Optimization exercise on an open flow, not production practice. RTL: at most simulated, not proved equivalent. Function not checked: runs 1 to 3 and 7. Power: default activity.

`design/flow/run.sh`:
```
#!/bin/bash
# synth_recipe.tcl (not shown) runs the flow's synth.tcl, then flattens the netlist and writes it again
# the make line also repeats each setting of config.mk as NAME=value (left out here)
make -C /OpenROAD-flow-scripts/flow DESIGN_CONFIG=/design/flow/config.mk WORK_HOME=/design/flow/orfs CLKGATE_MAP_FILE= SYNTH_SCRIPT=/design/flow/synth_recipe.tcl finish
```
`design/flow/config.mk`:
```
export PLATFORM = sky130hd
export DESIGN_NAME = rv_core
export DESIGN_NICKNAME = rv_core
export VERILOG_FILES = /design/flow/design.v
export SDC_FILE = /design/flow/constraint.sdc
export NUM_CORES = 4
export LEC_CHECK = 0
export CAP_MARGIN = 20
export CORE_MARGIN = 2
export CORE_UTILIZATION = 40
export SLEW_MARGIN = 20
```
`design/flow/constraint.sdc`:
```
create_clock -name core_clock -period 7.0 [get_ports {i_clk}]
set_input_delay 1.4000 -clock core_clock [delete_from_list [all_inputs] [get_ports {i_clk}]]
set_output_delay 1.4000 -clock core_clock [all_outputs]
set_load 0.01 [all_outputs]
```
`design/flow/design.v`:
```
`default_nettype none
`default_nettype wire
`default_nettype none
module rv_core (
  input  logic        i_clk,
  input  logic        i_rst,
  input  logic        i_valid_i,
  input  logic        i_valid_d,
  input  logic [31:0] i_data_in_i,
  input  logic [31:0] i_data_in_d,
  output logic [31:0] o_addr_i,
  output logic [31:0] o_addr_d,
  output logic [3:0]  o_we_d,
  output logic        o_rd_d,
  output logic [31:0] o_data_out_d
);
  localparam logic [2:0] S_CLR   = 3'd0;   
  localparam logic [2:0] S_FETCH = 3'd1;   
  localparam logic [2:0] S_EX1   = 3'd2;   
  localparam logic [2:0] S_EX2   = 3'd3;   
  localparam logic [2:0] S_MEMW  = 3'd4;   
  logic [2:0]  st;
  logic [4:0]  ph;
  logic [31:2] ir;
  logic [31:0] pc_q;
  logic [31:0] a_q;
  logic [31:0] d_q;
  logic [4:0]  sh;
  logic        c1;
  logic        c2;
  logic        eqf;
  logic        ltf;
  logic        last;
  logic        ex1;
  logic        ex2;
  logic        memw;
  logic        end_pass;
  logic [2:0] f3;
  logic       is_br;
  logic       is_jal;
  logic       is_jalr;
  logic       is_jump;
  logic       is_alu;
  logic       is_op;
  logic       is_u;
  logic       is_lui;
  logic       is_auipc;
  logic       is_load;
  logic       is_store;
  logic       alu_sh;
  logic       alu_slt;
  logic       alu_sll;
  logic       alu_sra;
  logic       alu_log;
  logic       two_pass;
  logic       final_pass;
  assign f3       = ir[14:12];
  assign is_br    = ir[6] & ~ir[2];
  assign is_jal   = ir[6] & ir[3];
  assign is_jalr  = ir[6] & ir[2] & ~ir[3];
  assign is_jump  = ir[6] & ir[2];
  assign is_alu   = ~ir[6] & ir[4] & ~ir[2];
  assign is_op    = is_alu & ir[5];
  assign is_u     = ~ir[6] & ir[2];
  assign is_lui   = is_u & ir[5];
  assign is_auipc = is_u & ~ir[5];
  assign is_load  = ~ir[6] & ~ir[4] & ~ir[5];
  assign is_store = ~ir[6] & ~ir[4] & ir[5];
  assign alu_sh   = is_alu & (f3[1:0] == 2'b01);
  assign alu_slt  = is_alu & (f3[2:1] == 2'b01);
  assign alu_sll  = alu_sh & ~f3[2];
  assign alu_sra  = alu_sh & f3[2] & ir[30];
  assign alu_log  = is_alu & f3[2] & (f3[1:0] != 2'b01);
  assign two_pass   = is_br | is_load | alu_sh | alu_slt;
  assign ex1        = (st == S_EX1);
  assign ex2        = (st == S_EX2);
  assign memw       = (st == S_MEMW);
  assign end_pass   = (ph == 5'd31);
  assign final_pass = (ex1 & ~two_pass) | ex2;
  logic [63:0] irx;
  logic        b20;
  logic        b7;
  logic        bph;
  logic        immb;
  assign irx = {32'd0, ir, 2'b00};
  assign b20 = irx[6'd20 + {1'b0, ph}];
  assign b7  = irx[6'd7 + {1'b0, ph}];
  assign bph = irx[{1'b0, ph}];
  always_comb begin
    if (is_u) begin
      immb = (ph >= 5'd12) ? bph : 1'b0;
    end else if (is_jal) begin
      if (ph == 5'd0) immb = 1'b0;
      else if (ph < 5'd11) immb = b20;
      else if (ph == 5'd11) immb = ir[20];
      else if (ph < 5'd20) immb = bph;
      else immb = ir[31];
    end else if (is_br) begin
      if (ph == 5'd0) immb = 1'b0;
      else if (ph < 5'd5) immb = b7;
      else if (ph < 5'd11) immb = b20;
      else if (ph == 5'd11) immb = ir[7];
      else immb = ir[31];
    end else if (is_store) begin
      if (ph < 5'd5) immb = b7;
      else if (ph < 5'd11) immb = b20;
      else immb = ir[31];
    end else begin
      immb = (ph < 5'd11) ? b20 : ir[31];
    end
  end
  logic [31:0] rf_out;
  logic        wen;
  logic        wbit;
  logic        rs1b;
  logic        rs2b;
  assign rf_out[0] = 1'b0;
  genvar r;
  generate
    for (r = 1; r < 32; r++) begin : g_rf
      logic [31:0] q;
      always_ff @(posedge i_clk) begin
        q <= {(wen && (ir[11:7] == r)) ? wbit : q[0], q[31:1]};
      end
      assign rf_out[r] = q[0];
    end
  endgenerate
  assign rs1b = rf_out[ir[19:15]];
  assign rs2b = rf_out[ir[24:20]];
  logic pcb;
  logic four;
  logic opb;
  logic inv;
  logic x1;
  logic y1;
  logic cin1;
  logic sum1;
  logic cout1;
  logic x2;
  logic y2;
  logic cin2;
  logic sum2;
  logic taken;
  logic lt;
  logic newpc;
  logic pc_in;
  logic a_in;
  logic d_in;
  logic [4:0] tap;
  logic dtap;
  logic ld_in;
  assign pcb  = pc_q[0];
  assign four = (ph == 5'd2);
  assign opb  = (is_op | is_br) ? rs2b : immb;
  assign inv  = (is_op & (f3 == 3'd0) & ir[30]) | alu_slt | is_br | alu_sll;
  assign x1    = (is_jump | is_auipc) ? pcb : (is_lui | alu_sh) ? 1'b0 : rs1b;
  assign y1    = is_jump ? four : (opb ^ inv);
  assign cin1  = (ph == 5'd0) ? inv : c1;
  assign sum1  = x1 ^ y1 ^ cin1;
  assign cout1 = (x1 & y1) | (x1 & cin1) | (y1 & cin1);
  assign lt = (x1 ^ opb) ? ((is_br ? f3[1] : f3[0]) ? opb : x1) : ~cout1;
  assign taken = (f3[2] ? ltf : eqf) ^ f3[0];
  assign x2    = is_jalr ? rs1b : pcb;
  assign y2    = (is_jump | (is_br & taken)) ? immb : four;
  assign cin2  = (ph == 5'd0) ? 1'b0 : c2;
  assign sum2  = x2 ^ y2 ^ cin2;
  assign newpc = (ph[4:1] != 4'd0) & sum2;
  assign pc_in = (st == S_CLR) ? 1'b0 : final_pass ? newpc : pcb;
  assign a_in  = memw ? a_q[0] : sum1;
  assign tap  = is_load ? {sh[1:0], 3'b000} : sh;
  assign dtap = d_q[tap];
  assign ld_in = f3[1] | (~ph[4] & (f3[0] | ~ph[3]));
  always_comb begin
    if (ex1 & is_store) begin
      if (f3[1]) d_in = rs2b;
      else if (f3[0]) d_in = ph[4] ? d_q[16] : rs2b;
      else d_in = (ph[4] | ph[3]) ? d_q[24] : rs2b;
    end else if (ex1 & alu_sh) begin
      d_in = ~alu_sll & rs1b;
    end else if (ex2 & alu_sh) begin
      d_in = alu_sll ? rs1b : (alu_sra & d_q[31]);
    end else begin
      d_in = d_q[0];
    end
  end
  always_comb begin
    wen  = 1'b0;
    wbit = sum1;
    if (ex1) begin
      wen  = ~two_pass & ~is_store & ~is_br;
      wbit = alu_log ? (f3[1] ? (f3[0] ? (rs1b & opb) : (rs1b | opb)) : (rs1b ^ opb)) : sum1;
    end else if (ex2) begin
      wen = ~is_br;
      if (is_load) wbit = ld_in ? dtap : (~f3[2] & last);
      else if (alu_slt) wbit = (ph == 5'd0) & ltf;
      else wbit = (alu_sll & (sh == 5'd0)) ? rs1b : dtap;
    end
  end
  logic en;
  logic [2:0] st_nx;
  assign en = i_valid_i & i_valid_d;
  always_comb begin
    st_nx = st;
    case (st)
      S_CLR, S_FETCH: st_nx = i_valid_i ? S_EX1 : S_FETCH;
      S_EX1: begin
        if (is_load) st_nx = i_valid_d ? S_EX2 : S_MEMW;
        else if (is_store) st_nx = en ? S_EX1 : S_MEMW;
        else if (two_pass) st_nx = S_EX2;
        else st_nx = i_valid_i ? S_EX1 : S_FETCH;
      end
      S_MEMW: begin
        if (is_load) st_nx = i_valid_d ? S_EX2 : S_MEMW;
        else st_nx = en ? S_EX1 : S_MEMW;
      end
      default: st_nx = i_valid_i ? S_EX1 : S_FETCH;
    endcase
  end
  always_ff @(posedge i_clk) begin
    if (i_rst) begin
      st <= S_CLR;
      ph <= 5'd0;
    end else begin
      ph <= ph + 5'd1;
      if (end_pass) st <= st_nx;
    end
  end
  always_ff @(posedge i_clk) begin
    if (end_pass && (st_nx == S_EX1)) ir <= i_data_in_i[31:2];
  end
  always_ff @(posedge i_clk) begin
    pc_q <= {pc_in, pc_q[31:1]};
    a_q  <= {a_in, a_q[31:1]};
    if (end_pass & is_load & i_valid_d) d_q <= i_data_in_d;
    else d_q <= {d_in, d_q[31:1]};
    c1   <= cout1;
    c2   <= (x2 & y2) | (x2 & cin2) | (y2 & cin2);
    last <= wbit;
    if (ex1 && (ph < 5'd5)) sh <= {sum1, sh[4:1]};
    if (ex1) eqf <= ((ph == 5'd0) | eqf) & ~(x1 ^ opb);
    if (ex1 && end_pass) ltf <= lt;
  end
  logic mem_st;
  assign mem_st = end_pass & is_store & (ex1 | memw);
  assign o_addr_i     = {pc_in, pc_q[31:3], 2'b00};
  assign o_addr_d     = {a_in, a_q[31:1]};
  assign o_data_out_d = {d_in, d_q[31:1]};
  assign o_rd_d       = end_pass & is_load & (ex1 | memw);
  always_comb begin
    o_we_d = 4'b0000;
    if (mem_st) begin
      if (f3[1]) o_we_d = 4'b1111;
      else if (f3[0]) o_we_d = a_q[2] ? 4'b1100 : 4'b0011;
      else o_we_d = 4'b0001 << a_q[2:1];
    end
  end
endmodule
`default_nettype wire
```
==> summary.md, run 1 <==
| Metric | Value |
|---|---|
| Count of final setup violators | `0` |
| Max-slew headroom | `43.6%` |
| HP Class | `reg2reg` |
| Fillers | `5,763` |
| Cell Pwr Density | `368 nW/um^2` |
| Minimum clock period | `6.48 ns` |
| First-pass GRT wire length | `67.9 mm` |
| CP Launch Point | `ph[0]` |
| Commonest non-fill, non-tap cells in the layout | `dfxtp_1 (1,099), clkdlybuf4s50_1 (164), clkbuf_16 (105)` |
| Layout cell share with drive strength beyond 1 | `14.1%` |
| Worst setup path end | `o_addr_d[31]` |
| RD Place Congestion | `0.830` |
| Final worst slack | `0.521 ns` |
| Clock Skews | `0.0152 ns` |
| EDFF count, synth | `37` |
| Multiplexer area fraction after synthesis | `5.73%` |
| Clock Latency Late Sink | `0.63 ns` |
| Top_reg_cell synth | `dfxtp_1` |
| Vias per cell | `4.22` |
| Setup crit start kind | `register` |
| Routed wire length | `43.4 mm` |
| Post-synthesis compound-gate area fraction | `2.91%` |
| Largest net degree at the start of global routing | `33` |
| Post-synthesis register bit count | `1,136` |
| HPWL Detailed | `27.9 mm` |
| Post-synthesis cell area | `27,700 um^2` |
| Crit path max fanout | `18` |
| Setup TNS | `0 ns` |
| DR pass1 iterations | `5` |
| Tcrit/Tclk final | `92.6%` |
| Largest family of logic cells by synthesized area | `multiplexers` |
| Global Route Usage Sum | `12.3%` |
| Slew @ Worst Pin | `0.845 ns` |
| Die area | `71,400 um^2` |
| Max-slew violations | `0` |
| H-tree levels | `3` |
| Req. time, crit path | `5.60 ns` |
| Post-CTS Hold Fix Bufs | `0` |
| # clock sinks | `1,136` |
| P_leak | `12.9 nW` |
| Fmax | `154 MHz` |
| Setup CP Type | `reg2out` |
| YS warnings | `1` |
| Vias | `12,102` |
| Reg clk slew, reported paths | `0.06 ns` |
| Root buffer cell | `clkbuf_16` |
| Reg2Reg Setup Slack | `2.16 ns` |
| Nets@finish | `1,935` |
| R2R Path Start | `ph[0]` |
| Inserted Clock Buffers | `102` |
| Post-synthesis cell type count | `81` |
| Routed wire per std cell | `15.1 um` |
| Longest Clk Path Bufs | `3` |
| CTS tree | `yes` |
| Overflow after GRT | `0` |
| Cell count after synthesis | `1,725` |
| Post-synth ARST share | `0%` |
| Worst IR Drop VDD | `0.000250 V` |
| RSZ-0062 raised after global routing | `no` |
| Xor/xnor share of the synthesized area | `0.126%` |
| Post-Syn Area per Cell | `16.1 um^2` |
| Crit end category | `output port` |
| Number of placement rows | `96` |
| Die H | `267 um` |
| PortBufs | `164` |
| IO Pins | `169` |
| 1st-iter DRT viols | `588` |
| Final hold vios | `0` |
| Pre-CTS setup slack | `1.16 ns` |
| # DRC | `0` |
| Post-synthesis adder-cell area fraction | `0.415%` |
| Layout Area Growth over Synthesis | `19.1%` |
| Design Power | `12.2 mW` |
| Core ar. | `68,600 um^2` |
| Cts repair resizes | `0` |
| Die W | `267 um` |
| Commonest non-fill, non-tap cell in the layout | `dfxtp_1` |
| Outcome | `timing/DRC/antenna clean` |
| Post-CTS Setup Inserts | `0` |
| Simple-gate share of the synthesized area | `3.66%` |
| Starting Density | `40.4%` |
| Vias in the first global route | `12,106` |
| Initial antenna violation count | `3` |
| RR Endpoint | `g_rf[31].q[31]` |
| R2R depth | `15` |
| Register area share after synthesis | `83.3%` |
| Antenna viol nets, final | `0` |
| WP data arrival | `5.08 ns` |
| Max Cap Viol | `0` |
==> critical path, stage by stage (launching register included) <==
cell,delay (ns)
dfxtp_1,0.87
buf_4,0.30
mux4_1,0.56
mux2i_1,0.15
a211oi_1,0.09
o221a_1,0.32
nor4_2,0.31
nor2_2,0.12
inv_2,0.10
o221ai_1,0.16
fa_1,0.68
mux2_2,0.22
clkdlybuf4s50_1,0.56
==> how the worst min path moves through the flow <==
stage | from | end | cells after the start
floorplan | g_rf[10].q[1] | g_rf[10].q[0] | 0
global placement | g_rf[23].q[8] | g_rf[23].q[7] | 0
detailed placement | g_rf[14].q[26] | g_rf[14].q[25] | 0
CTS | g_rf[21].q[10] | g_rf[21].q[9] | 0
global route | g_rf[24].q[21] | g_rf[24].q[20] | 0
finish | g_rf[3].q[20] | g_rf[3].q[19] | 0
==> state kept, by name, indices dropped and copies added (netlist names), 3 cells and up <==
register and count:
pc_q 32, st 3, d_q 32, ir 30, g_rf.q 992, a_q 32
ph 5, sh 5
==> cell usage after synthesis (all sizes together), types with 10 or more instances <==
library cell,count,area [um^2]
a21oi,17,88.8
buf,120,891
clkbuf,19,71.3
dfxtp,1099,22000
edfxtp,37,1110
inv,24,90.1
mux2,71,803
mux2i,22,220
mux4,24,567
nand2,40,150
nand2b,15,93.8
nand3,17,85.1
nor2,36,145
nor2b,19,119
nor3,21,105
nor4,10,68.8
o21ai,22,121
==> cell type report <==
cell class                      count  area [um^2]  area share, %
Antenna cell                        2         5.00         0.0152
Clock buffer                      148         3030           9.17
Clock inverter                     35          383           1.16
Inverter                           24         90.1          0.273
Multi-Input combinational cell    427         3570           10.8
Sequential cell                  1136        23100           70.0
Tap cell                          931         1160           3.53
Timing Repair Buffer              168         1670           5.06
==> through the flow <==
stage / instance area, um^2 / hold slack [ns] / cells / utilization (%)
finish: 33000 / 0.314 / 2871 / 48.2
CTS: 33000 / 0.318 / 2869 / 48.2
global route: 33000 / 0.323 / 2869 / 48.2
floorplan: 27700 / 0.310 / 1726 / -
global placement: 29600 / 0.310 / 2686 / 43.2
detailed placement: 29600 / 0.312 / 2686 / 43.2
==> logic make-up after synthesis <==
group	count (synthesis)
flops	1136
simple gates	190
buf+inv	163
mux	117
compound gates	106
fa+ha+maj	8
xor+xnor	4
other cells	1
==> power by group <==
part	leakage [nW]	internal (mW)	switching, mW
registers	9.19	6.52	0.0198
clock network	1.69	3.23	2.24
logic	2.04	0.0861	0.0585
==> per-layer routing <==
metal | part of all wire (%) | track usage (%) | routed length (um) | up-vias
li1 | - | - | - | 5903
met1 | 48 | 16.6 | 20800 | 5785
met2 | 43 | 18.6 | 18700 | 327
met3 | 6.9 | 3.99 | 3010 | 83
met4 | 2.0 | 3.96 | 866 | 4
met5 | 0.060 | 0 | 26 | -
==> run 2: changes to the inputs <==
==> design/flow/flow/run.sh (new file) <==
#!/bin/bash
# Standard ORFS layout, with small port buffers and a clock tree of small
# buffers without dummy loads. Each tool's output goes to a log file here.
set -euo pipefail
export BUFFER_PORTS_ARGS="-buffer_cell sky130_fd_sc_hd__buf_1"
export CTS_ARGS="-sink_clustering_enable -repair_clock_nets -dont_use_dummy_load -buf_list sky130_fd_sc_hd__clkbuf_8 -sink_clustering_size 18 -sink_clustering_max_diameter 60"
bash standard.sh synth > log_synth.txt 2>&1
bash standard.sh finish > log_finish.txt 2>&1
==> design/flow/standard.sh (new file) <==
#!/bin/bash
# synth_recipe.tcl (not shown) runs the flow's synth.tcl, then flattens the netlist and writes it again
# the make line also repeats each setting of config.mk as NAME=value (left out here)
make -C /OpenROAD-flow-scripts/flow DESIGN_CONFIG=/design/flow/config.mk WORK_HOME=/design/flow/orfs CLKGATE_MAP_FILE= SYNTH_SCRIPT=/design/flow/synth_recipe.tcl "${@:-finish}"
--- a/design/flow/config.mk
+++ b/design/flow/config.mk
@@ -7,2 +7,3 @@
 export LEC_CHECK = 0
+export ABC_AREA = 1
 export CAP_MARGIN = 20
removed: design/flow/run.sh
==> run 2 against run 1 <==
Still clean on timing, DRC and antenna. Maximum frequency rose by 5.1%. First-iteration DRC count up 38%. Count of clock-buffer cells in the layout shrank 70. Synthesized area about the same. Largest cell class unchanged. Largest power group unchanged.
==> summary.md, run 2 <==
| Metric | Value |
|---|---|
| Outcome | `timing/DRC/antenna clean` |
| Longest Clk Path Bufs | `3 (unchanged)` |
| Core ar. | `68,600 um^2 (unchanged)` |
| CTS tree | `yes` |
| Slew @ Worst Pin | `0.841 ns (-0.00387 ns)` |
| Count of final setup violators | `0 (unchanged)` |
| Die W | `267 um (about the same)` |
| Die H | `267 um (about the same)` |
| Setup crit start kind | `register` |
| Crit end category | `output port` |
| Die area | `71,500 um^2 (about the same)` |
| Antenna viol nets, final | `0 (unchanged)` |
| Reg2Reg Setup Slack | `2.04 ns (-0.12 ns)` |
| Layout Area Growth over Synthesis | `7.23%` |
| Initial antenna violation count | `4 (+1)` |
| Cell Pwr Density | `317 nW/um^2 (-14%)` |
| Dominant cell type by area after synthesis | `dfxtp_1` |
| Reg clk slew, reported paths | `0.10 ns (+0.04 ns)` |
| Post-synthesis cell area | `27,700 um^2 (about the same)` |
| Cts repair resizes | `0 (unchanged)` |
| Root buffer cell | `clkbuf_8` |
| Max-slew headroom | `43.8% (+0.17 points)` |
| HPWL Detailed | `30.4 mm (+8.9%)` |
| 1st-iter DRT viols | `813 (+38%)` |
| Max FFs per register | `992 (unchanged)` |
| Setup TNS | `0 ns (unchanged)` |
| Max-slew violations | `0 (unchanged)` |
| # DRC | `0 (unchanged)` |
| HP Class | `reg2reg` |
| DR pass1 iterations | `5 (unchanged)` |
| WP data arrival | `4.77 ns (-0.31 ns)` |
| Hold slack | `0.272 ns (-0.0416 ns)` |
| Post-Syn Area per Cell | `13.2 um^2 (-18%)` |
| Layout cell share with drive strength beyond 1 | `4.88% (-9.3 points)` |
| Minimum clock period | `6.17 ns (-0.312 ns)` |
| Routed wire per std cell | `14.3 um (-5.7%)` |
| RSZ-0062 raised after global routing | `no` |
| Top_reg_cell synth | `dfxtp_1` |
| Nets@finish | `2,290 (+18%)` |
| Req. time, crit path | `5.60 ns (about the same)` |
| Commonest non-fill, non-tap cells in the layout | `dfxtp_1 (1,099), nand2_1 (293), buf_1 (164)` |
| Register area share after synthesis | `83.3% (about the same)` |
| Max Cap Viol | `0 (unchanged)` |
| Synth top area share | `79.3% (about the same)` |
| Largest Register | `g_rf.q` |
| EDFF count, synth | `37 (unchanged)` |
| Routed wire length | `44.9 mm (+3.3%)` |
| # clock sinks | `1,136 (unchanged)` |
| Tcrit/Tclk final | `88.1% (-4.5 points)` |
| Inserted Clock Buffers | `78 (-24%)` |
| RD Place Congestion | `0.846 (+1.9%)` |
| Multi-input gate area | `3240 um^2 (-9.4%)` |
| YS warnings | `1 (unchanged)` |
| Post-CTS Hold Fix Bufs | `0 (unchanged)` |
| Post-synthesis register bit count | `1,136 (unchanged)` |
| Crit path max fanout | `18 (unchanged)` |
| Reg area | `23,100 um^2 (unchanged)` |
| Top cells by area, synth | `dfxtp_1 (79%), edfxtp_1 (4.0%), nand2_1 (4.0%)` |
| Starting Density | `40.4% (about the same)` |
| Setup CP Type | `reg2out` |
| Fin area | `29,700 um^2 (-10%)` |
| Vias | `13,157 (+8.7%)` |
| Placed cell areas | `28,700 um^2 (-3.2%)` |
| Clock Skews | `0.0867 ns (+0.0715 ns)` |
| Final hold vios | `0 (unchanged)` |
| Fillers | `6,255 (+8.5%)` |
| Overflow after GRT | `0 (unchanged)` |
| P_leak | `11.9 nW (-7.5%)` |
| Number of placement rows | `96 (unchanged)` |
| Vias in the first global route | `12,594 (+4.0%)` |
| IO Pins | `169 (unchanged)` |
| Post-CTS Setup Inserts | `0 (unchanged)` |
| Cell count after synthesis | `2,094 (+21%)` |
| Fmax | `162 MHz (+5.1%)` |
| Commonest non-fill, non-tap cell in the layout | `dfxtp_1` |
| Global Route Usage Sum | `12.6% (+0.34 points)` |
| Vias per cell | `4.18 (-0.75%)` |
| Largest net degree at the start of global routing | `48 (+45%)` |
| Top cells by count, synth | `dfxtp_1 (1,099), nand2_1 (293), nor2_1 (137), inv_1 (119), buf_4 (102)` |
| PortBufs | `164 (unchanged)` |
| Clock Latency Late Sink | `0.67 ns (+0.04 ns)` |
| H-tree levels | `3 (unchanged)` |
| Post-synth ARST share | `0% (unchanged)` |
| First-pass GRT wire length | `69.4 mm (+2.3%)` |
| Most common cell in the netlist | `dfxtp_1` |
| Post-synthesis cell type count | `39 (-52%)` |
| Worst IR Drop VDD | `0.000171 V (-32%)` |
run 2: changes by cell type in the layout (fill, tap and decap cells not counted), moves of 70 or more:
cell / before / now
nor2_1: 34 / 135
clkbuf_16: 105 / 0
mux2_2: 70 / 0
nand2_1: 40 / 293
clkdlybuf4s50_1: 164 / 0
inv_1: 23 / 119
buf_1: 0 / 164
run 2: routing by layer:
layer / track usage [%] / vias up / wire, um
met5: 0 / - / 10
met4: 4.97 / 2 / 1400
met3: 3.21 / 96 / 2800
met2: 19.2 / 347 / 19200
met1: 17.2 / 6091 / 21500
li1: - / 6621 / -
run 2: final timing paths:
check              endpoint      startpoint  cells after the start
max            o_addr_d[31]          ir[20]                     17
min reg2reg  g_rf[30].q[16]  g_rf[30].q[17]                      0
max reg2reg  g_rf[22].q[31]          ir[20]                     20
min          g_rf[30].q[16]  g_rf[30].q[17]                      0
run 2: worst max-delay path, stage by stage (launching register included):
cell and delay [ns]:
edfxtp_1 0.79, inv_2 0.31, nor2_1 0.17, nor2_1 0.06, a21oi_1 0.13, a21oi_1 0.08, o21ai_0 0.08, nand2_1 0.06
o21ai_0 0.63, o21ai_0 0.41, nand2_1 0.25, nand2_1 0.07, nand3_1 0.06, nand2_1 0.07, fa_1 0.63, nand2_1 0.09
nand2_1 0.12, buf_1 0.17
run 2: layout make-up:
class,count,share of cell area (%)
Timing Repair Buffer,167,2.21
Sequential cell,1136,77.7
Tap cell,931,3.92
Inverter,129,1.63
Clock buffer,78,3.61
Multi-Input combinational cell,702,10.9
Antenna cell,2,0.0168
run 2: report_power, final:
group	leakage (nW)	internal, mW	switching [mW]	total (mW)
clock	0.561	1.00	1.74	2.75
sequential	9.21	6.52	0.0218	6.55
combinational	2.18	0.0388	0.0863	0.125
total	11.9	7.57	1.85	9.42
run 2: through the flow:
stage                     power [mW]  instances  utilization (%)  worst slack, ns
after floorplan                 6.80       2095                -             3.02
after global placement          6.82       3064             41.7             1.38
after detailed placement        6.82       3065             41.8             1.34
after CTS                       9.57       3143             43.4            0.646
after global routing            9.83       3144             43.4            0.439
final                           9.42       3145             43.4            0.833
run 2: kinds of logic (layout without fill, tap and decap cells):
family | after synthesis | in the layout | share of synthesized area [%]
xor gates and xnor gates | 1 | 1 | 0.0316
and+or+nand+nor | 534 | 534 | 7.95
other | 1 | 4 | 0.0135
AOI/OAI and AO/OA | 157 | 157 | 3.22
DFF | 1136 | 1136 | 83.3
adders and majority gates | 8 | 8 | 0.415
buffers and inverters | 257 | 374 | 5.03
==> run 3: changes to the inputs <==
--- a/design/flow/config.mk
+++ b/design/flow/config.mk
@@ -7,6 +7,6 @@
 export LEC_CHECK = 0
-export ABC_AREA = 1
 export CAP_MARGIN = 20
 export CORE_MARGIN = 2
-export CORE_UTILIZATION = 40
+export CORE_UTILIZATION = 70
+export PLACE_DENSITY = 0.85
 export SLEW_MARGIN = 20
==> run 3 against run 2 <==
Register-to-register slack better by 0.42 ns. Die area shrank 42%. Synthesized area hardly changed. Total power shrank 1.0%. Final cell count decreased by 25%. Sequential cell count did not move. Sequential share of layout area up 1.7 points. Combinational power fell by 19%. Critical path type unchanged. Critical endpoint unchanged. Highest routed layer is now met4.
==> summary.md, run 3 <==
| Metric | Value |
|---|---|
| # clock sinks | `1,136 (unchanged)` |
| Hold slack | `0.295 ns (+0.0223 ns)` |
| Req. time, crit path | `5.60 ns (about the same)` |
| Cell Pwr Density | `321 nW/um^2 (+1.2%)` |
| Minimum clock period | `5.80 ns (-0.364 ns)` |
| Die W | `203 um (-24%)` |
| Top cells by count, synth | `dfxtp_1 (1,099), buf_4 (96), mux2_2 (70), nand2_1 (40), edfxtp_1 (37)` |
| Layout Area Growth over Synthesis | `4.90%` |
| Most common cell in the netlist | `dfxtp_1` |
| EDFF count, synth | `37 (unchanged)` |
| Comb power frac | `1.1% (-0.2 points)` |
| Post-synthesis cell area | `27,700 um^2 (about the same)` |
| DR pass1 iterations | `5 (unchanged)` |
| Fillers | `2,172 (-65%)` |
| Starting Density | `71.3% (+31 points)` |
| WP data arrival | `4.40 ns (-0.37 ns)` |
| Layout cell share with drive strength beyond 1 | `10.1% (+5.2 points)` |
| Vias | `12,005 (-8.8%)` |
| YS warnings | `1 (unchanged)` |
| CTS tree | `yes` |
| Worst IR Drop VDD | `0.000261 V (+53%)` |
| Clock Skews | `0.0925 ns (+0.00583 ns)` |
| Root buffer cell | `clkbuf_8` |
| # DRC | `0 (unchanged)` |
| Longest Clk Path Bufs | `3 (unchanged)` |
| Max-slew violations | `0 (unchanged)` |
| Post-Syn Area per Cell | `16.1 um^2 (+21%)` |
| Count of final setup violators | `0 (unchanged)` |
| Vias in the first global route | `12,422 (-1.4%)` |
| Clock Latency Late Sink | `0.65 ns (-0.02 ns)` |
| Overflow after GRT | `0 (unchanged)` |
| Antenna fix cells | `0 (-2)` |
| Outcome | `timing/DRC/antenna clean` |
| Part of the power in registers | `70.1% (+0.6 points)` |
| Top_reg_cell synth | `dfxtp_1` |
| Synth top area share | `79.3% (about the same)` |
| Max Cap Viol | `0 (unchanged)` |
| Setup TNS | `0 ns (unchanged)` |
| H-tree levels | `3 (unchanged)` |
| Switching part of the total power | `19.5% (-0.20 points)` |
| Post-synthesis register bit count | `1,136 (unchanged)` |
| Core ar. | `38,900 um^2 (-43%)` |
| IO Pins | `169 (unchanged)` |
| Antenna viol nets, final | `0 (unchanged)` |
| Register area share after synthesis | `83.3% (about the same)` |
| Cell count after synthesis | `1,725 (-18%)` |
| RSZ-0062 raised after global routing | `no` |
| Post-synth ARST share | `0% (unchanged)` |
| Crit path max fanout | `18 (unchanged)` |
| Crit end category | `output port` |
| Dominant cell type by area after synthesis | `dfxtp_1` |
| Critical path's slowest cell | `mux4_1` |
| Die H | `203 um (-24%)` |
| Design Power | `9.32 mW (-1.0%)` |
| Setup CP Type | `reg2out` |
| PortBufs | `164 (unchanged)` |
| Post-CTS Hold Fix Bufs | `0 (unchanged)` |
| Placed cell areas | `28,100 um^2 (-2.1%)` |
| Final hold vios | `0 (unchanged)` |
| First-pass GRT wire length | `71.5 mm (+3.0%)` |
| Top cells by area, synth | `dfxtp_1 (79%), edfxtp_1 (4.0%), mux2_2 (2.8%)` |
| Setup crit start kind | `register` |
| Number of placement rows | `72 (-25%)` |
| HP Class | `reg2reg` |
| Routed wire length | `46.4 mm (+3.5%)` |
| Largest stage delay on the critical path | `0.63 ns (-0.16 ns)` |
| Tcrit/Tclk final | `82.9% (-5.2 points)` |
| Routed wire per std cell | `19.8 um (+39%)` |
| Initial antenna violation count | `2 (-2)` |
| Clock power share | `28.9% (-0.3 points)` |
| Fin area | `29,100 um^2 (-2.2%)` |
| Global Route Usage Sum | `23.2% (+11 points)` |
| Inserted Clock Buffers | `74 (-5.1%)` |
| Slew @ Worst Pin | `0.870 ns (+0.0289 ns)` |
| NetSw | `1.82 mW (-2.0%)` |
| Vias per cell | `5.12 (+22%)` |
| Reg clk slew, reported paths | `0.10 ns (about the same)` |
| 1st-iter DRT viols | `779 (-4.2%)` |
| Cts repair resizes | `0 (unchanged)` |
| P_leak | `11.4 nW (-4.9%)` |
| Die area | `41,200 um^2 (-42%)` |
| Worst path cell trace | `buf_4, mux4_1, mux2i_1, a21oi_1, o221a_1, nor4_2, nor2_2, inv_2, o221ai_1, fa_1, mux2_2, buf_1` |
| Max-slew headroom | `41.5% (-2.3 points)` |
| RD Place Congestion | `0.881 (+4.2%)` |
| Largest Register | `g_rf.q` |
| Fmax | `172 MHz (+6.3%)` |
| Design internal power | `7.51 mW (-0.77%)` |
| Max FFs per register | `992 (unchanged)` |
| Commonest non-fill, non-tap cells in the layout | `dfxtp_1 (1,099), buf_1 (164), clkbuf_8 (74)` |
| Commonest non-fill, non-tap cell in the layout | `dfxtp_1` |
| Nets@finish | `1,907 (-17%)` |
| Post-CTS Setup Inserts | `0 (unchanged)` |
| Post-synthesis cell type count | `81 (+110%)` |
| Largest net degree at the start of global routing | `33 (-31%)` |
| HPWL Detailed | `31.4 mm (+3.4%)` |
==> run 3: cell count changes after synthesis, sizes merged, moves of 22 or more <==
| cell | previous run | this run |
|---|---|---|
| o21ai | 86 | 22 |
| inv | 126 | 24 |
| nand3 | 68 | 17 |
| mux2i | 0 | 22 |
| mux4 | 0 | 24 |
| nand2 | 299 | 40 |
| nor2 | 140 | 36 |
| mux2 | 0 | 71 |
==> run 3: logic make-up (layout without fill, tap and decap cells) <==
group | Yosys count | count (layout) | synth area share, %
simple gates | 190 | 190 | 3.66
buf+inv | 163 | 266 | 3.79
compound gates | 106 | 106 | 2.91
xor+xnor | 4 | 4 | 0.126
fa+ha+maj | 8 | 8 | 0.415
other cells | 1 | 2 | 0.0135
flops | 1136 | 1136 | 83.3
mux | 117 | 117 | 5.73
==> run 3: critical path, delay by kind of cell (launching register included) <==
kind / cells / cell delay [ns]
DFF: 1 / 0.50
muxes: 3 / 1.12
adders and majority gates: 1 / 0.59
and+or+nand+nor: 2 / 0.43
buffers and inverters: 3 / 0.57
AOI/OAI and AO/OA: 3 / 0.59
==> run 3: per-layer routing <==
layer  share of wire (%)  GRT usage, %  up-vias
met5                   0             0        -
met4                 3.3          8.60        0
met3                 4.8          4.33      102
met2                  49          39.9      386
met1                  43          29.4     5767
li1                    -             -     5750
==> run 3: power by group through the flow <==
stage	Clock (mW)	Combinational, mW	Sequential (mW)
5_1_grt	2.98	0.110	6.54
3_3_place_gp	0	0.0999	6.68
4_1_cts	2.76	0.102	6.53
2_1_floorplan	0	0.0914	6.67
3_5_place_dp	0	0.100	6.68
6_report	2.69	0.101	6.53
==> run 3: layout make-up <==
type | instances | area, um^2 | area share, %
sequential | 1136 | 23100 | 79.5
multi-input combinational | 427 | 3570 | 12.3
clock buffer | 74 | 1020 | 3.50
tap | 518 | 648 | 2.23
timing repair buffer | 168 | 646 | 2.22
inverter | 24 | 90.1 | 0.310
==> run 3: path summary, 6_finish.rpt <==
kind | to | slack, ns | startpoint | cells after the start
worst max-delay path | o_addr_d[31] | 1.20 | ph[0] | 12
worst min-delay path | g_rf[2].q[2] | 0.29 | g_rf[2].q[3] | 0
worst max register to register | g_rf[12].q[31] | 2.46 | ph[0] | 15
worst min register to register | g_rf[2].q[2] | 0.29 | g_rf[2].q[3] | 0
==> run 3: metrics by stage <==
step	instances	utilization (%)	setup WS [ns]
6_report	2347	74.7	1.20
5_1_grt	2347	74.7	0.749
4_1_cts	2347	74.7	1.11
3_5_place_dp	2273	72.1	1.84
3_3_place_gp	2273	72.1	1.78
2_1_floorplan	1726	-	2.49
==> run 4: changes to the inputs <==
--- a/design/flow/design.v
+++ b/design/flow/design.v
@@ -79,34 +79,15 @@
   assign final_pass = (ex1 & ~two_pass) | ex2;
-  logic [63:0] irx;
-  logic        b20;
-  logic        b7;
-  logic        bph;
+  logic [4:0]  lo;
+  logic        bj;
+  logic [31:0] imm;
   logic        immb;
-  assign irx = {32'd0, ir, 2'b00};
-  assign b20 = irx[6'd20 + {1'b0, ph}];
-  assign b7  = irx[6'd7 + {1'b0, ph}];
-  assign bph = irx[{1'b0, ph}];
-  always_comb begin
-    if (is_u) begin
-      immb = (ph >= 5'd12) ? bph : 1'b0;
-    end else if (is_jal) begin
-      if (ph == 5'd0) immb = 1'b0;
-      else if (ph < 5'd11) immb = b20;
-      else if (ph == 5'd11) immb = ir[20];
-      else if (ph < 5'd20) immb = bph;
-      else immb = ir[31];
-    end else if (is_br) begin
-      if (ph == 5'd0) immb = 1'b0;
-      else if (ph < 5'd5) immb = b7;
-      else if (ph < 5'd11) immb = b20;
-      else if (ph == 5'd11) immb = ir[7];
-      else immb = ir[31];
-    end else if (is_store) begin
-      if (ph < 5'd5) immb = b7;
-      else if (ph < 5'd11) immb = b20;
-      else immb = ir[31];
-    end else begin
-      immb = (ph < 5'd11) ? b20 : ir[31];
-    end
-  end
+  assign lo = (ir[5] & ~ir[4] & ~ir[2]) ? ir[11:7] : ir[24:20];
+  assign bj = is_br | is_jal;
+  assign imm[0]     = ~(is_u | bj) & lo[0];
+  assign imm[4:1]   = is_u ? 4'd0 : lo[4:1];
+  assign imm[10:5]  = is_u ? 6'd0 : ir[30:25];
+  assign imm[11]    = ~is_u & (bj ? lo[0] : ir[31]);
+  assign imm[19:12] = (is_u | is_jal) ? ir[19:12] : {8{ir[31]}};
+  assign imm[31:20] = is_u ? ir[31:20] : {12{ir[31]}};
+  assign immb       = imm[ph];
   logic [31:0] rf_out;
==> design/flow/flow/run.sh (replaced) <==
#!/bin/bash
# Standard ORFS layout, with small port buffers and a clock tree of small
# buffers without dummy loads. Each tool's output goes to a log file here.
set -euo pipefail
export BUFFER_PORTS_ARGS="-buffer_cell sky130_fd_sc_hd__buf_1"
export CTS_ARGS="-sink_clustering_enable -repair_clock_nets -dont_use_dummy_load -buf_list sky130_fd_sc_hd__clkbuf_8 -sink_clustering_size 20 -sink_clustering_max_diameter 40"
bash standard.sh synth > log_synth.txt 2>&1
bash standard.sh finish > log_finish.txt 2>&1
==> run 4 against run 3 <==
Still clean. Global-route usage fell by 2.6 points. Routed wire length fell by 11%. Cell area fell by 0.39%. Worst setup slack got worse by 0.11 ns. Register-to-register slack got worse by 0.26 ns. Sequential power barely moved. Die area fell by 1.3%.
==> summary.md, run 4 <==
| Metric | Value |
|---|---|
| Outcome | `timing/DRC/antenna clean` |
| Reg2Reg Setup Slack | `2.20 ns (-0.26 ns)` |
| Die area | `40,700 um^2 (-1.3%)` |
| Vias per cell | `4.93 (-3.6%)` |
| Count of final setup violators | `0 (unchanged)` |
| Post-CTS Setup Inserts | `0 (unchanged)` |
| YS warnings | `1 (unchanged)` |
| Post-synthesis register bit count | `1,136 (unchanged)` |
| Commonest non-fill, non-tap cell in the layout | `dfxtp_1` |
| # DRC | `0 (unchanged)` |
| Clock Latency Late Sink | `0.70 ns (+0.05 ns)` |
| Clock Skews | `0.119 ns (+0.0262 ns)` |
| Largest Register | `g_rf.q` |
| H-tree levels | `3 (unchanged)` |
| Post-synthesis cell type count | `70 (-14%)` |
| Layout Area Growth over Synthesis | `5.90%` |
| HPWL Detailed | `27.3 mm (-13%)` |
| Commonest non-fill, non-tap cells in the layout | `dfxtp_1 (1,099), buf_1 (164), clkbuf_8 (90)` |
| Post-synthesis cell area | `27,400 um^2 (-1.3%)` |
| RR Endpoint | `g_rf[13].q[31]` |
| Final hold vios | `0 (unchanged)` |
| Vias | `11,507 (-4.1%)` |
| Top cells by count, synth | `dfxtp_1 (1,099), buf_4 (98), nor2_1 (45), mux2_2 (42), nand2_1 (41)` |
| Die W | `202 um (-0.66%)` |
| Cell count after synthesis | `1,691 (-2.0%)` |
| Dominant cell type by area after synthesis | `dfxtp_1` |
| HP Class | `reg2reg` |
| Fmax | `169 MHz (-1.9%)` |
| Max-slew headroom | `29.2% (-12 points)` |
| Setup TNS | `0 ns (unchanged)` |
| Slew @ Worst Pin | `1.06 ns (+0.189 ns)` |
| Tcrit/Tclk final | `84.5% (+1.6 points)` |
| Nets@finish | `1,893 (-0.73%)` |
| Starting Density | `70.8% (-0.46 points)` |
| Worst IR Drop VDD | `0.000251 V (-3.7%)` |
| Die H | `202 um (-0.66%)` |
| Worst path cell trace | `mux4_2, nor3b_1, a31oi_1, nand3_1, a21oi_1, mux2i_2, o211a_1, a211oi_1, fa_1, mux2_2, buf_1` |
| Design Power | `9.57 mW (+2.7%)` |
| Root buffer cell | `clkbuf_8` |
| # clock sinks | `1,136 (unchanged)` |
| Minimum clock period | `5.92 ns (+0.113 ns)` |
| RSZ-0062 raised after global routing | `no` |
| Inserted Clock Buffers | `90 (+22%)` |
| Largest net degree at the start of global routing | `33 (unchanged)` |
| Longest Clk Path Bufs | `3 (unchanged)` |
| Top cells by area, synth | `dfxtp_1 (80%), edfxtp_1 (4.1%), buf_4 (2.7%)` |
| Top_reg_cell synth | `dfxtp_1` |
| IO Pins | `169 (unchanged)` |
| Final Core Density | `75.0% (+0.23 points)` |
| WP buf/inv | `1 (-2)` |
| Post-CTS Hold Fix Bufs | `0 (unchanged)` |
| Core ar. | `38,600 um^2 (-0.69%)` |
| CP top delay family | `multiplexers` |
| Number of placement rows | `72 (unchanged)` |
| DR pass1 iterations | `5 (unchanged)` |
| Reg clk slew, reported paths | `0.10 ns (about the same)` |
| WP data arrival | `4.52 ns (+0.12 ns)` |
| Routed wire length | `41.3 mm (-11%)` |
| P_leak | `11.4 nW (about the same)` |
| 1st-iter DRT viols | `627 (-20%)` |
| EDFF count, synth | `37 (unchanged)` |
| Crit end category | `output port` |
| Post-Syn Area per Cell | `16.2 um^2 (+0.65%)` |
| R2R depth | `12 (-3)` |
| R2R Path Start | `ir[21]` |
| Worst Hold Path EP | `g_rf[5].q[28]` |
| Post-synth ARST share | `0% (unchanged)` |
| Largest stage delay on the critical path | `0.75 ns (+0.12 ns)` |
| Hold path startpoint | `g_rf[5].q[29]` |
| Overflow after GRT | `0 (unchanged)` |
| Cts repair resizes | `0 (unchanged)` |
| Initial antenna violation count | `1 (-1)` |
| Global Route Usage Sum | `20.6% (-2.6 points)` |
| Max-slew violations | `0 (unchanged)` |
| CTS tree | `yes` |
| Synth top area share | `80.4% (+1.1 points)` |
| First-pass GRT wire length | `64.2 mm (-10%)` |
| Crit path max fanout | `13 (-5)` |
| Critical path's slowest cell | `edfxtp_1` |
| PortBufs | `164 (unchanged)` |
| Max FFs per register | `992 (unchanged)` |
| RD Place Congestion | `0.888 (+0.75%)` |
| Hold depth | `0 (unchanged)` |
| Layout cell share with drive strength beyond 1 | `9.75% (-0.31 points)` |
| Req. time, crit path | `5.60 ns (about the same)` |
| Routed wire per std cell | `17.7 um (-10%)` |
| Vias in the first global route | `11,931 (-4.0%)` |
| Cell Pwr Density | `330 nW/um^2 (+3.1%)` |
| Most common cell in the netlist | `dfxtp_1` |
| Setup CP Type | `reg2out` |
| Register area share after synthesis | `84.5% (+1.1 points)` |
| Max Cap Viol | `0 (unchanged)` |
| Antenna viol nets, final | `0 (unchanged)` |
| Fillers | `2,217 (+2.1%)` |
| Setup crit start kind | `register` |
==> run 4: changes by cell type after synthesis, moves of 6 or more <==
cell     delta
mux2_4     +13
nor4_1      -9
a21oi_1     +9
mux4_1      -7
nor3_1      -6
mux2_2     -28
nor2b_1     -9
mux2_1     +15
nor2_1     +11
==> run 4: how the worst max path moves through the flow <==
stage	endpoint	cells after the start	slack [ns]	start
5_1_grt	o_addr_d[31]	11	0.82	ir[2]
3_5_place_dp	o_addr_d[31]	11	1.67	ir[2]
2_1_floorplan	o_addr_d[31]	12	2.37	ir[2]
4_1_cts	o_addr_d[31]	11	1.0	ir[2]
3_3_place_gp	o_addr_d[31]	11	1.69	ir[2]
6_report	o_addr_d[31]	11	1.08	ir[21]
==> run 4: worst reg2reg max path, delay by kind of cell (launching register included) <==
family          cells  cell delay [ns]
compound gates      6             1.73
fa+ha+maj           1             0.53
flops               1             0.75
mux                 3             1.40
simple gates        2             0.24
==> run 4: final cells by class <==
type                            instances  area [um^2]  share of cell area, %
Clock buffer                           90         1240                   4.27
Multi-Input combinational cell        404         3270                   11.3
Timing Repair Buffer                  167          638                   2.20
Inverter                               18         67.6                  0.233
Antenna cell                            1         2.50                0.00864
Tap cell                              518          648                   2.24
Sequential cell                      1136        23100                   79.8
==> run 4: metrics by stage <==
| step | std cells | instance area [um^2] | hold slack [ns] | setup WS, ns |
|---|---|---|---|---|
| after CTS | 2333 | 29000 | 0.236 | 0.999 |
| after floorplan | 1692 | 27400 | 0.310 | 2.37 |
| after global placement | 2243 | 27700 | 0.310 | 1.69 |
| after detailed placement | 2243 | 27700 | 0.312 | 1.67 |
| after global routing | 2333 | 29000 | 0.242 | 0.820 |
| final | 2334 | 29000 | 0.245 | 1.08 |
==> run 4: power breakdown <==
| part | switching, mW | internal (mW) |
|---|---|---|
| Combinational | 0.0635 | 0.0372 |
| Clock | 1.78 | 1.15 |
| Sequential | 0.0209 | 6.52 |
==> run 4: per-layer routing <==
metal	global-route usage (%)	up-vias	wire, um
met5	0	-	13
met4	7.62	2	1200
met3	4.28	87	1870
met2	33.6	313	19700
met1	27.5	5466	18600
li1	-	5639	-
==> run 4: cells by family after synthesis <==
| group | after synthesis | synth area share, % |
|---|---|---|
| adder cells (fa/ha/maj) | 8 | 0.421 |
| other | 1 | 0.0137 |
| buffers and inverters | 152 | 3.62 |
| XOR/XNOR | 5 | 0.160 |
| flip-flops | 1136 | 84.5 |
| AND/OR/NAND/NOR | 171 | 3.14 |
| multiplexers | 113 | 5.40 |
| AO/OA/AOI/OAI | 105 | 2.77 |
==> run 5: changes to the inputs <==
==> design/flow/flow/run.sh (replaced) <==
#!/bin/bash
# Standard ORFS layout, with small port buffers and a clock tree of small
# buffers without dummy loads. Each tool's output goes to a log file here.
set -euo pipefail
export BUFFER_PORTS_ARGS="-buffer_cell sky130_fd_sc_hd__buf_1"
export CTS_ARGS="-sink_clustering_enable -repair_clock_nets -dont_use_dummy_load -buf_list sky130_fd_sc_hd__clkbuf_4 -sink_clustering_size 10 -sink_clustering_max_diameter 40"
bash standard.sh synth > log_synth.txt 2>&1
bash standard.sh finish > log_finish.txt 2>&1
==> run 5 against run 4 <==
Final cell count is 2.0% higher. Still clean. Global-route usage increased by 0.27 points. Critical path depth unchanged.
==> summary.md, run 5 <==
| Metric | Value |
|---|---|
| Outcome | `timing/DRC/antenna clean` |
| Layout Area Growth over Synthesis | `5.12%` |
| H-tree levels | `4 (+1)` |
| RD Place Congestion | `0.888 (unchanged)` |
| Starting Density | `70.8% (unchanged)` |
| Layout cell share with drive strength beyond 1 | `12.0% (+2.2 points)` |
| Tcrit/Tclk final | `87.3% (+2.7 points)` |
| HPWL Detailed | `27.3 mm (unchanged)` |
| Post-synth ARST share | `0% (unchanged)` |
| Final hold vios | `0 (unchanged)` |
| Longest Clk Path Bufs | `3 (unchanged)` |
| # DRC | `0 (unchanged)` |
| Design Power | `9.30 mW (-2.8%)` |
| Reg2Reg Setup Slack | `2.15 ns (-0.05 ns)` |
| Top_reg_cell synth | `dfxtp_1` |
| CTS tree | `yes` |
| RSZ-0062 raised after global routing | `no` |
| Largest net degree at the start of global routing | `33 (unchanged)` |
| Most common cell in the netlist | `dfxtp_1` |
| Overflow after GRT | `0 (unchanged)` |
| Synth top area share | `80.4% (unchanged)` |
| Hold slack | `0.271 ns (+0.0261 ns)` |
| Max-slew headroom | `31.0% (+1.8 points)` |
| Max FFs per register | `992 (unchanged)` |
| Cts repair resizes | `0 (unchanged)` |
| Nets@finish | `1,939 (+2.4%)` |
| Slew @ Worst Pin | `1.03 ns (-0.0270 ns)` |
| Setup CP Type | `reg2out` |
| Fillers | `2,300 (+3.7%)` |
| # clock sinks | `1,136 (unchanged)` |
| Reg clk slew, reported paths | `0.10 ns (about the same)` |
| Global Route Usage Sum | `20.9% (+0.27 points)` |
| Req. time, crit path | `5.60 ns (about the same)` |
| Max-slew violations | `0 (unchanged)` |
| EDFF count, synth | `37 (unchanged)` |
| Register area share after synthesis | `84.5% (unchanged)` |
| Post-Syn Area per Cell | `16.2 um^2 (unchanged)` |
| Core ar. | `38,600 um^2 (unchanged)` |
| IO Pins | `169 (unchanged)` |
| Initial antenna violation count | `2 (+1)` |
| Post-synthesis cell area | `27,400 um^2 (unchanged)` |
| Routed wire length | `41.3 mm (-0.18%)` |
| Die W | `202 um (unchanged)` |
| Clock Skews | `0.103 ns (-0.0154 ns)` |
| Top cells by count, synth | `dfxtp_1 (1,099), buf_4 (98), nor2_1 (45), mux2_2 (42), nand2_1 (41)` |
| Setup crit start kind | `register` |
| 1st-iter DRT viols | `632 (+0.80%)` |
| Fmax | `164 MHz (-3.1%)` |
| Die H | `202 um (unchanged)` |
| Count of final setup violators | `0 (unchanged)` |
| Max Cap Viol | `0 (unchanged)` |
| HP Class | `reg2reg` |
| Crit path max fanout | `13 (unchanged)` |
| Commonest non-fill, non-tap cells in the layout | `dfxtp_1 (1,099), buf_1 (164), clkbuf_4 (136)` |
| Cell count after synthesis | `1,691 (unchanged)` |
| Setup TNS | `0 ns (unchanged)` |
| Post-CTS Setup Inserts | `0 (unchanged)` |
| Routed wire per std cell | `17.3 um (-2.1%)` |
| Dominant cell type by area after synthesis | `dfxtp_1` |
| DR pass1 iterations | `5 (unchanged)` |
| Vias in the first global route | `12,369 (+3.7%)` |
| Crit end category | `output port` |
| Antenna viol nets, final | `0 (unchanged)` |
| YS warnings | `1 (unchanged)` |
| Top cells by area, synth | `dfxtp_1 (80%), edfxtp_1 (4.1%), buf_4 (2.7%)` |
| Commonest non-fill, non-tap cell in the layout | `dfxtp_1` |
| Clock Latency Late Sink | `0.82 ns (+0.12 ns)` |
| Vias per cell | `4.95 (+0.40%)` |
| Post-synthesis register bit count | `1,136 (unchanged)` |
| Minimum clock period | `6.11 ns (+0.192 ns)` |
| Cell Pwr Density | `324 nW/um^2 (-2.1%)` |
| P_leak | `11.3 nW (-0.19%)` |
| Number of placement rows | `72 (unchanged)` |
| Inserted Clock Buffers | `136 (+51%)` |
| Post-CTS Hold Fix Bufs | `0 (unchanged)` |
| WP data arrival | `4.71 ns (+0.19 ns)` |
| First-pass GRT wire length | `65.1 mm (+1.3%)` |
| Die area | `40,700 um^2 (unchanged)` |
| Post-synthesis cell type count | `70 (unchanged)` |
| Vias | `11,786 (+2.4%)` |
| PortBufs | `164 (unchanged)` |
| Worst IR Drop VDD | `0.000246 V (-2.2%)` |
| Largest Register | `g_rf.q` |
| Root buffer cell | `clkbuf_4` |
run 5: cell counts after synthesis:
No cell type changed its count.
run 5: logic make-up after synthesis:
logic type / after synthesis / synth area share (%)
mux: 113 / 5.40
flops: 1136 / 84.5
xor+xnor: 5 / 0.160
simple gates: 171 / 3.14
buf+inv: 152 / 3.62
fa+ha+maj: 8 / 0.421
compound gates: 105 / 2.77
other cells: 1 / 0.0137
run 5: path summary, 6_finish.rpt:
kind,start,endpoint,cells after the start
max,ir[21],o_addr_d[31],11
min,g_rf[5].q[24],g_rf[5].q[23],0
max reg2reg,ir[21],g_rf[13].q[31],12
min reg2reg,g_rf[5].q[24],g_rf[5].q[23],0
run 5: final cells by class:
class	count	area, um^2	share of cell area [%]
Inverter	18	67.6	0.235
Multi-Input combinational cell	404	3270	11.4
Antenna cell	2	5.00	0.0174
Tap cell	518	648	2.25
Sequential cell	1136	23100	80.4
Timing Repair Buffer	167	638	2.22
Clock buffer	136	1020	3.55
run 5: power breakdown:
group          leakage (nW)  switching (mW)  internal (mW)  total (mW)
clock network         0.626            1.76          0.899        2.66
registers              9.19          0.0210           6.52        6.54
logic                  1.51          0.0636         0.0372       0.101
run 5: metal layers:
layer  track usage [%]  wire (um)
met1              27.3      18400
met3              5.30       2060
met4              8.51       1140
met5                 0         13
met2              33.6      19700
run 5: worst max-delay path, cell delays in order, from the launching register on:
cell	delay, ns
edfxtp_1	0.77
mux4_2	0.59
nor3b_1	0.15
a31oi_1	0.16
nand3_1	0.09
a21oi_1	0.36
mux2i_2	0.25
o211a_1	0.26
a211oi_1	0.28
fa_1	0.53
mux2_2	0.32
buf_1	0.13
run 5: through the flow:
| step | util [%] | instance area [um^2] | std cells | worst slack [ns] |
|---|---|---|---|---|
| detailed placement | 71.8 | 27700 | 2243 | 1.67 |
| global route | 74.4 | 28800 | 2380 | 0.579 |
| CTS | 74.4 | 28800 | 2379 | 0.780 |
| finish | 74.4 | 28800 | 2381 | 0.892 |
| global placement | 71.8 | 27700 | 2243 | 1.69 |
| floorplan | - | 27400 | 1692 | 2.37 |
==> run 6: changes to the inputs <==
==> design/flow/flow/run.sh (replaced) <==
#!/bin/bash
# Standard ORFS layout, with small port buffers and a clock tree of small
# buffers without dummy loads. Each tool's output goes to a log file here.
set -euo pipefail
export BUFFER_PORTS_ARGS="-buffer_cell sky130_fd_sc_hd__buf_1"
export CTS_ARGS="-sink_clustering_enable -repair_clock_nets -dont_use_dummy_load -buf_list sky130_fd_sc_hd__clkbuf_8 -sink_clustering_size 18 -sink_clustering_max_diameter 60"
bash standard.sh synth > log_synth.txt 2>&1
bash standard.sh finish > log_finish.txt 2>&1
==> run 6 against run 5 <==
Hold slack better by 0.025 ns. Critical path type unchanged. Clock power is 2% higher. First-iteration DRC count is 5.2% higher. Sequential share of layout area is 0.053 points higher. Via count is 2.6% lower. Routed wire length is 3.6% higher. Synthesized area stayed put. Largest cell class unchanged. Clock skew is 0.033 ns lower. Maximum frequency is 2.4% higher. Total power is 0.37% higher.
==> summary.md, run 6 <==
| Metric | Value |
|---|---|
| Post-Syn Area per Cell | `16.2 um^2 (unchanged)` |
| Setup crit start kind | `register` |
| Clock Skews | `0.0707 ns (-0.0327 ns)` |
| Die H | `202 um (unchanged)` |
| H-tree levels | `3 (-1)` |
| RD Place Congestion | `0.888 (unchanged)` |
| Critical path's slowest cell | `edfxtp_1` |
| Crit path max fanout | `13 (unchanged)` |
| Multi-input gate area | `3270 um^2 (unchanged)` |
| # clock sinks | `1,136 (unchanged)` |
| DR pass1 iterations | `5 (unchanged)` |
| Count of final setup violators | `0 (unchanged)` |
| Routed wire per std cell | `18.4 um (+6.5%)` |
| Cell count after synthesis | `1,691 (unchanged)` |
| Reg clk slew, reported paths | `0.11 ns (about the same)` |
| Outcome | `timing/DRC/antenna clean` |
| Setup TNS | `0 ns (unchanged)` |
| CP top delay family | `multiplexers` |
| Tcrit/Tclk final | `85.2% (-2.0 points)` |
| Core ar. | `38,600 um^2 (unchanged)` |
| Clock Latency Late Sink | `0.66 ns (-0.16 ns)` |
| PortBufs | `164 (unchanged)` |
| Synth top area share | `80.4% (unchanged)` |
| Post-CTS Setup Inserts | `0 (unchanged)` |
| Nets@finish | `1,876 (-3.2%)` |
| Inserted Clock Buffers | `73 (-46%)` |
| Slew @ Worst Pin | `1.02 ns (-0.0121 ns)` |
| Worst path cell trace | `mux4_2, nor3b_1, a31oi_1, nand3_1, a21oi_1, mux2i_2, o211a_1, a211oi_1, fa_1, mux2_2, buf_1` |
| Fillers | `2,209 (-4.0%)` |
| Vias in the first global route | `11,870 (-4.0%)` |
| Minimum clock period | `5.97 ns (-0.142 ns)` |
| Max Cap Viol | `0 (unchanged)` |
| 1st-iter DRT viols | `665 (+5.2%)` |
| Final worst slack | `1.03 ns (+0.142 ns)` |
| Setup CP Type | `reg2out` |
| Top cells by count, synth | `dfxtp_1 (1,099), buf_4 (98), nor2_1 (45), mux2_2 (42), nand2_1 (41)` |
| Met1 usage | `28.2% (+0.87 points)` |
| M2 GR Usage | `36.1% (+2.5 points)` |
| Starting Density | `70.8% (unchanged)` |
| M3 GR Usage | `3.74% (-1.6 points)` |
| HP Class | `reg2reg` |
| Routed wire length | `42.7 mm (+3.6%)` |
| Fmax | `168 MHz (+2.4%)` |
| Most common cell in the netlist | `dfxtp_1` |
| Largest Register | `g_rf.q` |
| Post-CTS Hold Fix Bufs | `0 (unchanged)` |
| Worst IR Drop VDD | `0.000272 V (+10%)` |
| Antenna viol nets, final | `0 (unchanged)` |
| Vias per cell | `4.96 (+0.13%)` |
| Post-synth ARST share | `0% (unchanged)` |
| Die area | `40,700 um^2 (unchanged)` |
| Global Route Usage Sum | `21.3% (+0.44 points)` |
| WP buf/inv | `1 (unchanged)` |
| Vias | `11,484 (-2.6%)` |
| Design Power | `9.34 mW (+0.37%)` |
| Crit end category | `output port` |
| Initial antenna violation count | `1 (-1)` |
| First-pass GRT wire length | `66.1 mm (+1.5%)` |
| Post-synthesis cell type count | `70 (unchanged)` |
| GRT Max-Usage Layer | `met2` |
| Cts repair resizes | `0 (unchanged)` |
| Top_reg_cell synth | `dfxtp_1` |
| Largest stage delay on the critical path | `0.77 ns (about the same)` |
| Register area share after synthesis | `84.5% (unchanged)` |
| Reg area | `23,100 um^2 (unchanged)` |
| Final hold vios | `0 (unchanged)` |
| Dominant cell type by area after synthesis | `dfxtp_1` |
| Largest net degree at the start of global routing | `33 (unchanged)` |
| CTS tree | `yes` |
| Longest Clk Path Bufs | `3 (unchanged)` |
| Cell Pwr Density | `325 nW/um^2 (+0.44%)` |
| P_leak | `11.2 nW (-0.89%)` |
| Overflow after GRT | `0 (unchanged)` |
| HPWL Detailed | `27.3 mm (unchanged)` |
| Die W | `202 um (unchanged)` |
| # DRC | `0 (unchanged)` |
| Post-synthesis cell area | `27,400 um^2 (unchanged)` |
| YS warnings | `1 (unchanged)` |
| EDFF count, synth | `37 (unchanged)` |
| IO Pins | `169 (unchanged)` |
| Layout Area Growth over Synthesis | `5.05% (about the same)` |
| Max-slew violations | `0 (unchanged)` |
| Req. time, crit path | `5.60 ns (about the same)` |
| Top cells by area, synth | `dfxtp_1 (80%), edfxtp_1 (4.1%), buf_4 (2.7%)` |
| Post-synthesis register bit count | `1,136 (unchanged)` |
| Layout cell share with drive strength beyond 1 | `8.90% (-3.1 points)` |
| Root buffer cell | `clkbuf_8` |
| RSZ-0062 raised after global routing | `no` |
| Commonest non-fill, non-tap cell in the layout | `dfxtp_1` |
| Pre-CTS setup slack | `1.67 ns (unchanged)` |
| Max FFs per register | `992 (unchanged)` |
| Max-slew headroom | `31.8% (+0.81 points)` |
| Number of placement rows | `72 (unchanged)` |
| Commonest non-fill, non-tap cells in the layout | `dfxtp_1 (1,099), buf_1 (164), clkbuf_8 (73)` |
| WP data arrival | `4.57 ns (-0.14 ns)` |
-- run 6: cell types whose count changed in the layout (fill, tap and decap cells not counted), sizes merged --
cell,change
clkbuf,-63
diode,-1
-- run 6: power by group --
group	switching, mW	internal (mW)	leakage, nW
Clock	1.75	0.944	0.525
Sequential	0.0210	6.52	9.19
Combinational	0.0641	0.0372	1.51
-- run 6: layout make-up --
cell class              instances  area share, %
diodes                          1        0.00871
clock buffers                  73           3.50
inverters                      18          0.235
repair buffers                167           2.22
flip-flops and latches       1136           80.4
multi-input cells             404           11.4
well taps                     518           2.26
-- run 6: final timing paths --
kind                               startpoint             end  slack, ns  depth (start not counted)
worst min-delay path            g_rf[5].q[31]   g_rf[5].q[30]       0.30                          0
worst min register to register  g_rf[5].q[31]   g_rf[5].q[30]       0.30                          0
worst max-delay path                   ir[21]    o_addr_d[31]       1.03                         11
worst max register to register         ir[21]  g_rf[13].q[31]       2.13                         12
-- run 6: per-stage QoR --
stage               cell area, um^2  utilization [%]  std cells  hold WS, ns
global route                  28700             74.4       2316        0.286
CTS                           28700             74.4       2316        0.299
finish                        28700             74.4       2317        0.296
detailed placement            27700             71.8       2243        0.312
floorplan                     27400                -       1692        0.310
global placement              27700             71.8       2243        0.310
-- run 6: worst reg2reg max path, cell delays in order, from the launching register on --
cell and delay (ns):
edfxtp_1 0.77, mux4_2 0.59, nor3b_1 0.15, a31oi_1 0.17, nand3_1 0.10, a21oi_1 0.36
mux2i_2 0.26, o211a_1 0.27, a211oi_1 0.27, fa_1 0.53, a21oi_1 0.27, o221ai_4 0.40
mux2_1 0.56
-- run 6: metal layers --
layer  vias up  share of wire [%]
met2       297                 49
met5         -              0.030
met4         2                2.0
li1       5599                  -
met3        68                4.3
met1      5518                 44
-- run 6: cell families (layout without fill, tap and decap cells) --
kind of cell	count (synthesis)	after routing	share of synthesized area [%]
flip-flops	1136	1136	84.5
AND/OR/NAND/NOR	171	171	3.14
buffers and inverters	152	258	3.62
multiplexers	113	113	5.40
AO/OA/AOI/OAI	105	105	2.77
adder cells (fa/ha/maj)	8	8	0.421
XOR/XNOR	5	5	0.160
other	1	3	0.0137
==> run 7: changes to the inputs <==
--- a/design/flow/design.v
+++ b/design/flow/design.v
@@ -158,2 +158,4 @@
       else d_in = (ph[4] | ph[3]) ? d_q[24] : rs2b;
+    end else if (ex1 & is_load) begin
+      d_in = 1'b0;
     end else if (ex1 & alu_sh) begin
@@ -214,4 +216,3 @@
     a_q  <= {a_in, a_q[31:1]};
-    if (end_pass & is_load & i_valid_d) d_q <= i_data_in_d;
-    else d_q <= {d_in, d_q[31:1]};
+    d_q  <= {d_in, d_q[31:1]} | ({32{end_pass & is_load & i_valid_d}} & i_data_in_d);
     c1   <= cout1;
==> design/flow/flow/run.sh (replaced) <==
#!/bin/bash
# Standard ORFS layout, with small port buffers and a clock tree of small
# buffers without dummy loads. Each tool's output goes to a log file here.
set -euo pipefail
export BUFFER_PORTS_ARGS="-buffer_cell sky130_fd_sc_hd__buf_1"
export CTS_ARGS="-sink_clustering_enable -repair_clock_nets -dont_use_dummy_load -buf_list sky130_fd_sc_hd__clkbuf_4 -sink_clustering_size 11 -sink_clustering_max_diameter 80"
bash standard.sh synth > log_synth.txt 2>&1
bash standard.sh finish > log_finish.txt 2>&1
==> run 7 against run 6 <==
Still clean on timing, DRC and antenna. First-iteration DRC count down 9.5%. Worst setup slack worse by 0.36 ns. Hold slack worse by 0.012 ns. Clock skew up 0.010 ns. Synthesized cell count down 0.35%. Routed wire length up 3.1%. Final cell count up 1.5%. Sequential share of layout area up 0.85 points. Core utilization down 0.43 points. Clock power down 8.9%. Critical endpoint is now o_addr_i[31].
==> summary.md, run 7 <==
| Metric | Value |
|---|---|
| 1st-iter DRT viols | `602 (-9.5%)` |
| Setup CP Type | `reg2out` |
| Largest family of logic cells by synthesized area | `multiplexers` |
| Largest net degree at the start of global routing | `33 (unchanged)` |
| DR pass1 iterations | `4 (-1)` |
| Longest Clk Path Bufs | `3 (unchanged)` |
| Max Cap Viol | `0 (unchanged)` |
| Initial antenna violation count | `1 (unchanged)` |
| Fmax | `158 MHz (-5.7%)` |
| Setup TNS | `0 ns (unchanged)` |
| Post-synthesis register bit count | `1,136 (unchanged)` |
| Post-Syn Area per Cell | `16.1 um^2 (-0.26%)` |
| Overflow after GRT | `0 (unchanged)` |
| Clock Skews | `0.0808 ns (+0.0101 ns)` |
| Cell Pwr Density | `321 nW/um^2 (-1.4%)` |
| Inserted Clock Buffers | `113 (+55%)` |
| Crit path max fanout | `14 (+1)` |
| Core ar. | `38,500 um^2 (-0.47%)` |
| Met1 usage | `29.0% (+0.81 points)` |
| Slew @ Worst Pin | `1.08 ns (+0.0591 ns)` |
| Final hold vios | `0 (unchanged)` |
| Clock Latency Late Sink | `0.82 ns (+0.16 ns)` |
| Synth top area share | `80.9% (+0.50 points)` |
| Setup crit start kind | `register` |
| Reg2Reg Setup Slack | `1.90 ns (-0.23 ns)` |
| Largest Register | `g_rf.q` |
| Commonest non-fill, non-tap cells in the layout | `dfxtp_1 (1,099), buf_1 (164), clkbuf_4 (113)` |
| Max-slew headroom | `27.9% (-3.9 points)` |
| Reg clk slew, reported paths | `0.10 ns (about the same)` |
| Global Route Usage Sum | `22.6% (+1.2 points)` |
| Top cells by area, synth | `dfxtp_1 (81%), edfxtp_1 (4.1%), buf_4 (2.7%)` |
| Cts repair resizes | `0 (unchanged)` |
| IO Pins | `169 (unchanged)` |
| Outcome | `timing/DRC/antenna clean` |
| P_leak | `11.3 nW (+0.70%)` |
| Max FFs per register | `992 (unchanged)` |
| H-tree levels | `3 (unchanged)` |
| HPWL Detailed | `30.1 mm (+10%)` |
| YS warnings | `1 (unchanged)` |
| Hold path startpoint | `g_rf[11].q[6]` |
| Most common cell in the netlist | `dfxtp_1` |
| Nets@finish | `1,909 (+1.8%)` |
| Hold depth | `0 (unchanged)` |
| Post-synthesis compound-gate area fraction | `3.30% (+0.53 points)` |
| Vias per cell | `4.98 (+0.52%)` |
| Crit end category | `output port` |
| R2R Path Start | `ph[0]` |
| CTS tree | `yes` |
| WP data arrival | `4.93 ns (+0.36 ns)` |
-- run 7: changes by cell type after synthesis, sizes merged, moves of 5 or more --
cell    delta
nor2b      +7
buf        -7
mux2i      -6
nand2      -6
a21oi      -6
a21o      +27
mux2      -27
o22ai      -7
clkbuf     +5
-- run 7: worst max path at each step --
stage	slack, ns	end	cells past startpoint
finish	0.67	o_addr_i[31]	13
global route	0.31	o_addr_i[31]	13
CTS	0.53	o_addr_i[31]	13
detailed placement	1.44	o_addr_i[31]	14
global placement	1.49	o_addr_i[31]	14
floorplan	2.17	o_addr_i[31]	15
-- run 7: per-stage QoR --
step	util (%)	std cells	setup slack [ns]	total power, mW
floorplan	-	1686	2.17	6.79
global placement	71.7	2236	1.49	6.80
detailed placement	71.7	2236	1.44	6.81
CTS	73.9	2349	0.527	9.20
global route	73.9	2350	0.312	9.46
finish	73.9	2351	0.673	9.12
-- run 7: metal layers --
| metal | share of wire (%) | up-vias |
|---|---|---|
| met2 | 48 | 339 |
| met5 | 0 | - |
| li1 | - | 5710 |
| met3 | 4.5 | 95 |
| met1 | 44 | 5569 |
| met4 | 3.4 | 0 |
-- run 7: critical path, delay by kind of cell (launching register included) --
kind | cells | cell delay (ns)
AOI/OAI and AO/OA | 5 | 1.27
adders and majority gates | 1 | 0.44
buffers and inverters | 2 | 0.27
DFF | 1 | 0.85
muxes | 2 | 0.76
and+or+nand+nor | 3 | 0.51
-- run 7: final cells by class --
class / count / area, um^2
Antenna cell: 2 / 5.00
Clock buffer: 113 / 848
Fill cell: 2237 / 10000
Inverter: 18 / 67.6
Multi-Input combinational cell: 400 / 3150
Sequential cell: 1136 / 23100
Tap cell: 518 / 648
Timing Repair Buffer: 164 / 616
-- run 7: where the power goes --
| part | leakage [nW] | total, mW | internal [mW] | switching (mW) |
|---|---|---|---|---|
| sequential | 9.20 | 6.55 | 6.52 | 0.0278 |
| combinational | 1.59 | 0.108 | 0.0400 | 0.0677 |
| clock | 0.520 | 2.46 | 0.743 | 1.71 |
| total | 11.3 | 9.12 | 7.31 | 1.81 |
-- run 7: logic make-up after synthesis --
logic type	Yosys count
flip-flops	1136
AND/OR/NAND/NOR	176
buffers and inverters	150
AO/OA/AOI/OAI	125
multiplexers	83
adder cells (fa/ha/maj)	8
XOR/XNOR	6
other	1
